Context: an optimization exercise on an open-source flow, tuned for small area, a short achievable clock period and few clock cycles per item. The choices shown serve that exercise and are no tape-out recipe.
In this exercise RTL edits were held to simulation tests only and were not proved equivalent to the original.
Power is estimated from default activity; no workload was simulated.

**design/flow/config.mk**
```make
export PLATFORM = sky130hd
export DESIGN_NAME = ldpc_decoder_top
export DESIGN_NICKNAME = ldpc_decoder_top
export VERILOG_FILES = /design/flow/design.v
export SDC_FILE = /design/flow/constraint.sdc
export NUM_CORES = 4
export LEC_CHECK = 0
export CAP_MARGIN = 20
export CORE_MARGIN = 2
export CORE_UTILIZATION = 40
export SLEW_MARGIN = 20
```
**design/flow/constraint.sdc**
```tcl
create_clock -name core_clock -period 15.0 [get_ports {clk}]
set_input_delay 3.0000 -clock core_clock [delete_from_list [all_inputs] [get_ports {clk}]]
set_output_delay 3.0000 -clock core_clock [all_outputs]
set_load 0.01 [all_outputs]
```
**design/flow/design.v**
```verilog
package ldpc_pkg;
    localparam int LIFT_Z   = 8;
    localparam int NUM_ROWS = 2;
    localparam int NUM_COLS = 4;
    localparam int CODE_N   = NUM_COLS * LIFT_Z;
    localparam int LLR_W   = 6;
    localparam int LLR_MAX = 31;
    localparam int VEC_W   = LIFT_Z * LLR_W;
    localparam int APP_W   = NUM_COLS * VEC_W;
    localparam logic [LLR_W-1:0] LLR_POS_MAX = LLR_MAX;
    localparam logic [LLR_W-1:0] LLR_NEG_MAX = -LLR_MAX;
    typedef logic signed [LLR_W-1:0]  llr_t;
    typedef logic [LIFT_Z*LLR_W-1:0]  llr_vec_t;
    typedef logic [LIFT_Z-1:0]        bit_vec_t;
    typedef logic [2:0]               shift_t;
    typedef logic [3:0]               iter_t;
    typedef enum logic [2:0] {
        IDLE,
        LOAD,
        LAYER,
        CHECK,
        RESULT
    } ctrl_state_t;
    localparam logic [NUM_ROWS*NUM_COLS*3-1:0] SHIFT_FLAT = {
        3'd7, 3'd5, 3'd3, 3'd0,
        3'd3, 3'd2, 3'd1, 3'd0
    };
    function automatic logic [2:0] shift_of(input logic r, input int j);
        shift_of = SHIFT_FLAT[(int'(r)*NUM_COLS + j)*3 +: 3];
    endfunction
    function automatic logic [LLR_W-1:0] sat_llr(input logic signed [LLR_W:0] v);
        if (v > LLR_MAX) begin
            sat_llr = LLR_POS_MAX;
        end else if (v < -LLR_MAX) begin
            sat_llr = LLR_NEG_MAX;
        end else begin
            sat_llr = v[LLR_W-1:0];
        end
    endfunction
endpackage
`timescale 1ns/1ps
module decode_ctrl #(
    parameter int NUM_ITER_MAX = 10
) (
    input  logic               clk,
    input  logic               rst_n,
    input  logic               in_req,
    input  logic [1:0]         in_col,
    input  ldpc_pkg::iter_t              max_iter,
    input  logic               out_ack,
    input  logic               syndrome_zero,
    input  logic [ldpc_pkg::CODE_N-1:0]  hard_bits,
    output logic               in_ack,
    output logic               load_en,
    output logic [1:0]         load_col,
    output logic               layer,
    output logic               layer_go,
    output logic               msg_clear,
    output logic               out_req,
    output logic [ldpc_pkg::CODE_N-1:0]  decoded,
    output ldpc_pkg::iter_t              iterations_used,
    output logic               decode_success,
    output logic [15:0]        cycle_count
);
    ldpc_pkg::ctrl_state_t          state;
    logic [1:0]           step;
    logic [ldpc_pkg::NUM_COLS-1:0]  col_seen;
    ldpc_pkg::iter_t                iter_cnt;
    ldpc_pkg::iter_t                iter_limit;
    ldpc_pkg::iter_t                iter_next;
    logic [15:0]          cyc_cnt;
    logic                 res_acked;
    logic                 finish;
    assign load_en   = (state == ldpc_pkg::IDLE || state == ldpc_pkg::LOAD) && in_req && !in_ack;
    assign load_col  = in_col;
    assign msg_clear = load_en && (in_col == 2'd0);
    assign layer    = step[1];
    assign layer_go = (state == ldpc_pkg::LAYER) && !step[0];
    assign iter_next = iter_cnt + 1'b1;
    assign finish    = (state == ldpc_pkg::CHECK) && (syndrome_zero || iter_next >= iter_limit);
    always_ff @(posedge clk or negedge rst_n) begin
        if (!rst_n) begin
            state      <= ldpc_pkg::IDLE;
            step       <= '0;
            col_seen   <= '0;
            iter_cnt   <= '0;
            iter_limit <= '0;
            cyc_cnt    <= '0;
            in_ack     <= 1'b0;
            out_req    <= 1'b0;
            res_acked  <= 1'b0;
        end else begin
            case (state)
                ldpc_pkg::IDLE: begin
                    if (load_en) begin
                        in_ack           <= 1'b1;
                        col_seen[in_col] <= 1'b1;
                        state            <= ldpc_pkg::LOAD;
                    end
                end
                ldpc_pkg::LOAD: begin
                    if (in_ack && !in_req) begin
                        in_ack <= 1'b0;
                        if (&col_seen) begin
                            state    <= ldpc_pkg::LAYER;
                            step     <= '0;
                            iter_cnt <= '0;
                            cyc_cnt  <= '0;
                            col_seen <= '0;
                        end
                    end else if (load_en) begin
                        in_ack           <= 1'b1;
                        col_seen[in_col] <= 1'b1;
                    end
                end
                ldpc_pkg::LAYER: begin
                    step    <= step + 1'b1;
                    cyc_cnt <= cyc_cnt + 1'b1;
                    if (step == 2'd3) begin
                        state <= ldpc_pkg::CHECK;
                    end
                end
                ldpc_pkg::CHECK: begin
                    cyc_cnt <= cyc_cnt + 1'b1;
                    if (finish) begin
                        state <= ldpc_pkg::RESULT;
                    end else begin
                        iter_cnt <= iter_next;
                        state    <= ldpc_pkg::LAYER;
                    end
                end
                ldpc_pkg::RESULT: begin
                    if (!out_req && !res_acked) begin
                        out_req <= 1'b1;
                    end else if (out_req && out_ack) begin
                        out_req   <= 1'b0;
                        res_acked <= 1'b1;
                    end else if (res_acked && !out_ack) begin
                        res_acked <= 1'b0;
                        state     <= ldpc_pkg::IDLE;
                    end
                end
                default: state <= ldpc_pkg::IDLE;
            endcase
            if (msg_clear) begin
                iter_limit <= (max_iter > ldpc_pkg::iter_t'(NUM_ITER_MAX)) ?
                              ldpc_pkg::iter_t'(NUM_ITER_MAX) : max_iter;
            end
        end
    end
    always_ff @(posedge clk) begin
        if (finish) begin
            decoded         <= hard_bits;
            iterations_used <= iter_next;
            decode_success  <= syndrome_zero;
            cycle_count     <= cyc_cnt + 1'b1;
        end
    end
endmodule
`timescale 1ns/1ps
module app_memory (
    input  logic                       clk,
    input  logic                       rst_n,
    input  logic                       load_en,
    input  logic [1:0]                 load_col,
    input  logic [ldpc_pkg::VEC_W-1:0] in_llr,
    output logic [ldpc_pkg::CODE_N-1:0] hard_bits,
    output logic [ldpc_pkg::APP_W-1:0] bus_rd_data,
    input  logic [ldpc_pkg::APP_W-1:0] bus_wr_data,
    input  logic                       bus_wr_en
);
    localparam int Z = ldpc_pkg::LIFT_Z;
    localparam int W = ldpc_pkg::LLR_W;
    localparam int V = ldpc_pkg::VEC_W;
    logic [ldpc_pkg::APP_W-1:0] app;
    always_ff @(posedge clk) begin
        if (load_en) begin
            case (load_col)
                2'd0:    app[0*V +: V] <= in_llr;
                2'd1:    app[1*V +: V] <= in_llr;
                2'd2:    app[2*V +: V] <= in_llr;
                default: app[3*V +: V] <= in_llr;
            endcase
        end else if (bus_wr_en) begin
            app <= bus_wr_data;
        end
    end
    assign bus_rd_data = app;
    always_comb begin
        for (int k = 0; k < ldpc_pkg::CODE_N; k++) begin
            hard_bits[k] = app[k*W + W - 1];
        end
    end
endmodule
`timescale 1ns/1ps
module layer_unit (
    input  logic                      clk,
    input  logic                      rst_n,
    input  logic                      layer_go,
    input  logic                      msg_clear,
    input  logic                      bus_layer,
    input  logic [ldpc_pkg::APP_W-1:0] bus_rd_data,
    output logic [ldpc_pkg::APP_W-1:0] bus_wr_data,
    output logic                      bus_wr_en
);
    localparam int Z = ldpc_pkg::LIFT_Z;
    localparam int C = ldpc_pkg::NUM_COLS;
    localparam int W = ldpc_pkg::LLR_W;
    logic [ldpc_pkg::APP_W-1:0] edge_msg0;
    logic [ldpc_pkg::APP_W-1:0] edge_msg1;
    logic [ldpc_pkg::APP_W-1:0] cur_msg;
    logic [ldpc_pkg::APP_W-1:0] next_msg;
    logic [ldpc_pkg::APP_W-1:0] next_app;
    logic [ldpc_pkg::APP_W-1:0] wr_data_q;
    logic                       wr_en_q;
    assign cur_msg = bus_layer ? edge_msg1 : edge_msg0;
    always_comb begin
        logic signed [W-1:0]  q [C];
        logic [W-2:0]         mag [C];
        logic [2:0]           src [C];
        logic signed [W-1:0]  a;
        logic signed [W-1:0]  r_old;
        logic signed [W-1:0]  r_new;
        logic signed [W-1:0]  abs_q;
        logic [W-2:0]         min1;
        logic [W-2:0]         min2;
        logic [W-2:0]         m_sel;
        logic [W:0]           scaled;
        logic [1:0]           min_idx;
        logic                 sgn_prod;
        next_app = '0;
        next_msg = '0;
        for (int i = 0; i < Z; i++) begin
            min1     = '1;
            min2     = '1;
            min_idx  = '0;
            sgn_prod = 1'b0;
            for (int j = 0; j < C; j++) begin
                src[j] = 3'(i) + ldpc_pkg::shift_of(bus_layer, j);
                a      = bus_rd_data[(j*Z + src[j])*W +: W];
                r_old  = cur_msg[(j*Z + i)*W +: W];
                q[j]   = ldpc_pkg::sat_llr({a[W-1], a} - {r_old[W-1], r_old});
                abs_q  = q[j][W-1] ? -q[j] : q[j];
                mag[j] = abs_q[W-2:0];
                sgn_prod = sgn_prod ^ q[j][W-1];
                if (mag[j] < min1) begin
                    min2    = min1;
                    min1    = mag[j];
                    min_idx = 2'(j);
                end else if (mag[j] < min2) begin
                    min2 = mag[j];
                end
            end
            for (int j = 0; j < C; j++) begin
                m_sel = (2'(j) == min_idx) ? min2 : min1;
                scaled = {2'b00, m_sel} + {1'b0, m_sel, 1'b0};
                r_new  = {1'b0, scaled[W:2]};
                if (sgn_prod ^ q[j][W-1]) begin
                    r_new = -r_new;
                end
                next_msg[(j*Z + i)*W +: W] = r_new;
                next_app[(j*Z + src[j])*W +: W] =
                    ldpc_pkg::sat_llr({q[j][W-1], q[j]} + {r_new[W-1], r_new});
            end
        end
    end
    always_ff @(posedge clk) begin
        if (msg_clear) begin
            edge_msg0 <= '0;
            edge_msg1 <= '0;
        end else if (layer_go) begin
            if (bus_layer) begin
                edge_msg1 <= next_msg;
            end else begin
                edge_msg0 <= next_msg;
            end
        end
        if (layer_go) begin
            wr_data_q <= next_app;
        end
    end
    always_ff @(posedge clk or negedge rst_n) begin
        if (!rst_n) begin
            wr_en_q <= 1'b0;
        end else begin
            wr_en_q <= layer_go;
        end
    end
    assign bus_wr_en   = wr_en_q;
    assign bus_wr_data = wr_data_q;
endmodule
`timescale 1ns/1ps
module syndrome_check (
    input  logic [ldpc_pkg::CODE_N-1:0]  hard_bits,
    output logic               syndrome_zero
);
    ldpc_pkg::bit_vec_t                    col_bits [ldpc_pkg::NUM_COLS];
    logic [ldpc_pkg::NUM_ROWS*ldpc_pkg::LIFT_Z-1:0]  syn;
    always_comb begin
        for (int j = 0; j < ldpc_pkg::NUM_COLS; j++) begin
            col_bits[j] = hard_bits[j*ldpc_pkg::LIFT_Z +: ldpc_pkg::LIFT_Z];
        end
    end
    always_comb begin
        syn = '0;
        for (int r = 0; r < ldpc_pkg::NUM_ROWS; r++) begin
            for (int i = 0; i < ldpc_pkg::LIFT_Z; i++) begin
                for (int j = 0; j < ldpc_pkg::NUM_COLS; j++) begin
                    syn[r*ldpc_pkg::LIFT_Z + i] = syn[r*ldpc_pkg::LIFT_Z + i] ^
                        col_bits[j][(i + int'(ldpc_pkg::shift_of(1'(r), j))) % ldpc_pkg::LIFT_Z];
                end
            end
        end
    end
    assign syndrome_zero = ~|syn;
endmodule
`timescale 1ns/1ps
module ldpc_decoder_top #(
    parameter int NUM_ITER_MAX = 10
) (
    input  logic               clk,
    input  logic               rst_n,
    input  logic               in_req,
    input  logic [1:0]         in_col,
    input  ldpc_pkg::llr_vec_t           in_llr,
    input  ldpc_pkg::iter_t              max_iter,
    output logic               in_ack,
    input  logic               out_ack,
    output logic               out_req,
    output logic [ldpc_pkg::CODE_N-1:0]  decoded,
    output ldpc_pkg::iter_t              iterations_used,
    output logic               decode_success,
    output logic [15:0]        cycle_count
);
    logic               load_en;
    logic [1:0]         load_col;
    logic               layer_go;
    logic               msg_clear;
    logic               syndrome_zero;
    logic [ldpc_pkg::CODE_N-1:0]  hard_bits;
    logic                     bus_layer;
    logic [ldpc_pkg::APP_W-1:0]  bus_rd_data;
    logic [ldpc_pkg::APP_W-1:0]  bus_wr_data;
    logic                     bus_wr_en;
    decode_ctrl #(
        .NUM_ITER_MAX (NUM_ITER_MAX)
    ) u_ctrl (
        .clk             (clk),
        .rst_n           (rst_n),
        .in_req          (in_req),
        .in_col          (in_col),
        .max_iter        (max_iter),
        .out_ack         (out_ack),
        .syndrome_zero   (syndrome_zero),
        .hard_bits       (hard_bits),
        .in_ack          (in_ack),
        .load_en         (load_en),
        .load_col        (load_col),
        .layer           (bus_layer),
        .layer_go        (layer_go),
        .msg_clear       (msg_clear),
        .out_req         (out_req),
        .decoded         (decoded),
        .iterations_used (iterations_used),
        .decode_success  (decode_success),
        .cycle_count     (cycle_count)
    );
    app_memory u_app (
        .clk       (clk),
        .rst_n     (rst_n),
        .load_en   (load_en),
        .load_col  (load_col),
        .in_llr    (in_llr),
        .hard_bits (hard_bits),
        .bus_rd_data (bus_rd_data),
        .bus_wr_data (bus_wr_data),
        .bus_wr_en   (bus_wr_en)
    );
    layer_unit u_layer (
        .clk       (clk),
        .rst_n     (rst_n),
        .layer_go  (layer_go),
        .msg_clear (msg_clear),
        .bus_layer   (bus_layer),
        .bus_rd_data (bus_rd_data),
        .bus_wr_data (bus_wr_data),
        .bus_wr_en   (bus_wr_en)
    );
    syndrome_check u_syn (
        .hard_bits     (hard_bits),
        .syndrome_zero (syndrome_zero)
    );
endmodule
```
**design/flow/run.sh**
```bash
#!/bin/bash
# synth_recipe.tcl (not shown) runs the flow's synth.tcl, then flattens the netlist and writes it again
# the make line also repeats each setting of config.mk as NAME=value (left out here)
make -C /OpenROAD-flow-scripts/flow DESIGN_CONFIG=/design/flow/config.mk WORK_HOME=/design/flow/orfs CLKGATE_MAP_FILE= SYNTH_SCRIPT=/design/flow/synth_recipe.tcl finish
```
==> run summary <==
## cell usage after synthesis (all sizes together), types with 133 or more instances
cell,n,area share
mux2,160,0.023
a21oi,751,0.048
nand3,229,0.015
dfxtp,384,0.098
nor2,934,0.045
inv,668,0.032
ha,770,0.12
clkbuf,256,0.012
nand2,1140,0.054
a211oi,133,0.013
a21o,205,0.020
nor3,162,0.011
xor2,220,0.025
mux2i,346,0.044
o21ai,576,0.037
xnor2,354,0.040
edfxtp,437,0.17
## per-layer routing
metal | vias up | part of all wire | GRT usage
met5 | - | 0.000083 | 0
met4 | 4 | 0.047 | 0.113
met3 | 461 | 0.064 | 0.0318
met2 | 2326 | 0.45 | 0.421
met1 | 34100 | 0.44 | 0.341
li1 | 34100 | - | -
## final timing paths
kind	startpoint	end	slack, ns	cells past startpoint
setup / recovery	u_ctrl.step[1]$_DFFE_PN0P_	u_layer.wr_data_q[108]$_DFFE_PP_	0.82	55
hold / removal	u_layer.edge_msg0[99]$_SDFFE_PP0P_	u_layer.edge_msg0[99]$_SDFFE_PP0P_	0.45	2
setup reg to reg	u_ctrl.step[1]$_DFFE_PN0P_	u_layer.wr_data_q[108]$_DFFE_PP_	0.82	55
hold reg to reg	u_layer.edge_msg0[99]$_SDFFE_PP0P_	u_layer.edge_msg0[99]$_SDFFE_PP0P_	0.45	2
max in group asynchronous	rst_n	u_ctrl.step[1]$_DFFE_PN0P_	11.95	1
min in group asynchronous	rst_n	u_ctrl.cyc_cnt[2]$_DFFE_PN0P_	2.35	1
## report_power, final
part | switching, mW | leakage [nW] | internal [mW] | total [mW]
Combinational | 0.0100 | 31.7 | 0.0172 | 0.0273
Clock | 1.16 | 1.78 | 1.58 | 2.74
Sequential | 0.00279 | 6.77 | 2.44 | 2.45
Total | 1.17 | 40.2 | 4.05 | 5.22
## timing repair
item / in CTS / in global routing
endpoints found under the setup margin: 3 / 114
setup buffers: 1 / 9
resized for setup: 0 / 31
## area by class of cell
type                    count  share of cell area
multi-input cells        7620               0.612
flip-flops and latches    858               0.250
well taps                2624              0.0377
clock inverters            65             0.00929
clock buffers             133              0.0328
inverters                 672              0.0290
repair buffers            286              0.0296
## cells by family after synthesis
| kind of cell | synth area share |
|---|---|
| and+or+nand+nor | 0.175 |
| AOI/OAI and AO/OA | 0.206 |
| buffers and inverters | 0.0494 |
| adders and majority gates | 0.162 |
| DFF | 0.276 |
| xor gates and xnor gates | 0.0643 |
| muxes | 0.0669 |
## flip-flops by register name (all words and copies together) (netlist names)
signal                  flops
u_ctrl.cycle_count         16
u_ctrl.cyc_cnt             16
u_ctrl.in_ack               1
u_ctrl.decoded             32
u_app.app                 192
u_ctrl.step                 2
u_ctrl.iter_cnt             4
u_layer.edge_msg1         192
u_ctrl.res_acked            1
u_ctrl.iterations_used      4
u_layer.wr_en_q             1
u_layer.wr_data_q         192
u_ctrl.decode_success       1
u_ctrl.iter_limit           4
u_ctrl.state                3
u_ctrl.out_req              1
u_ctrl.col_seen             4
u_layer.edge_msg0         192
## critical path: cells and delay by family, from the launching register on
| kind | cells | cell delay [ns] |
|---|---|---|
| XOR/XNOR | 3 | 1.01 |
| adder cells (fa/ha/maj) | 9 | 2.91 |
| multiplexers | 3 | 0.74 |
| flip-flops | 1 | 0.51 |
| AO/OA/AOI/OAI | 22 | 5.55 |
| buffers and inverters | 12 | 1.68 |
| AND/OR/NAND/NOR | 6 | 1.46 |
==> flow_metrics.tcl <==
set metrics [dict create \
    synth_area_um2 78600 \
    setup_slack_ns 0.822 \
    cp-end-kind "register" \
    cp.required_ns 15.54 \
    final_area_um2 87000 \
    fillers 19000 \
    setup_violations 0 \
    multiInputGateArea_um2 53200 \
    finalCriticalPeriod_ns 14.18 \
    h-tree-depth 3 \
    fin_util 0.446 \
    drtPass1Iterations 7 \
    ant_nets 0 \
    synth_nets 10400 \
    grt_antenna_before_repair 13 \
    holdWs_ns 0.451 \
    synthArstFlopShare 0.0431 \
    dp_cells 12100 \
    maxCapViolations 0 \
    layout_common_cells "nand2_1 (1134), nor2_1 (924), ha_1 (770)" \
    ctsHoldBuffers 0 \
    fp.dieH_um 447 \
    layout-drive-gt1-share 0.0716 \
    yosys_register_bits 858 \
    maxSlewViolCount 0 \
    fin_skew_ns 0.0584 \
    outcome "timing/DRC/antenna clean" \
    synth.distinct_cells 128 \
    cp-start-kind "register" \
    irDropWorstVdd_mv 0.0923 \
    worstPathArrival_ns 14.72 \
    instances_no_fill 12300 \
    max_freq_mhz 70.5 \
    gp_congestion 0.983 \
    placed_cell_area_um2 83100 \
    root_buffer "clkbuf_16" \
    grt_overflow 0 \
    cts_sinks 858 \
    synthCells 9495 \
    die_w_um 447 \
    initialDrtViolationCount 5988 \
    dp_hpwl_mm 202 \
    fin_crit_sh 0.945 \
    boundaryPins 113 \
    wl_per_cell_um 21.8 \
    dp_slack_ns -0.0379 \
    clk_pin_slew_ns 0.07 \
    cts_tree "built" \
    rows 162 \
    cellLeakagePower_nw 40.2 \
    synth_warnings 8 \
    final_nets 10500 \
    register_area_um2 21700 \
    grt_pass1_vias 67100 \
    slowest_delay_ns 0.74 \
    port-buffer-count 112 \
    routed-via-count 70900 \
    grt_use_total 0.258 \
    synth_edf_count 437 \
    start_util 0.403 \
    numCtsBuffers 104 \
    drt-total-wl_mm 267 \
    grt_first_pass_wirelength_mm 400 \
    min_path_type "reg2reg" \
    critPathKind "reg2reg" \
    tightest_slew_ns 1.15 \
    final_common_cell "nand2_1" \
    area.growth.synth_to_final_pct 10.6 \
    clock_path_buffers 3 \
    coreArea_um2 195000 \
    avgSynthCellArea_um2 8.28 \
    p_total_mw 5.22 \
    relSlewSlack 0.229 \
    cp_max_fo 31 \
    critPathSlowestCell "fa_1" \
    p_per_area_nw_per_um2 59.9 \
    diodes 0 \
    grt_max_degree 152 \
    clk_latency_ns 0.79 \
    ys.flop_type "edfxtp_1" \
    die-area_um2 200000 \
    tns_ns 0 \
    hold_viol_final 0 \
    yosysSeqAreaShare 0.276 \
    drc_errors 0 \
    viasPerCell 5.79 \
]
Testbench counts, summed over its fixed seeds: cycles 37,814, frames 1,200.

what the ideal ports hide:
The results above use ideal ports. As a check the final layout listed here was re-extracted and re-timed, cells and wires unchanged.
Step 1, drivers: a clkbuf_16 drives clk and a buf_2 each remaining input, both assumed.
Step 2 also shifts input and output timing later by t, the mid clock arrival at the registers, as if the neighbouring blocks saw the same clock.
Slacks: no drivers / after step 1 / after step 2; pairs: no drivers / after step 1.
t, ns: 0.857
slack for setup (ns): 0.822 / 0.822 / 0.822
hold WS [ns]: 0.451 / 0.451 / 0.451
After both steps setup and hold are still met in this run. The setup slack of this run moves by 0.000 ns with the drivers and by 0.000 ns with both steps.
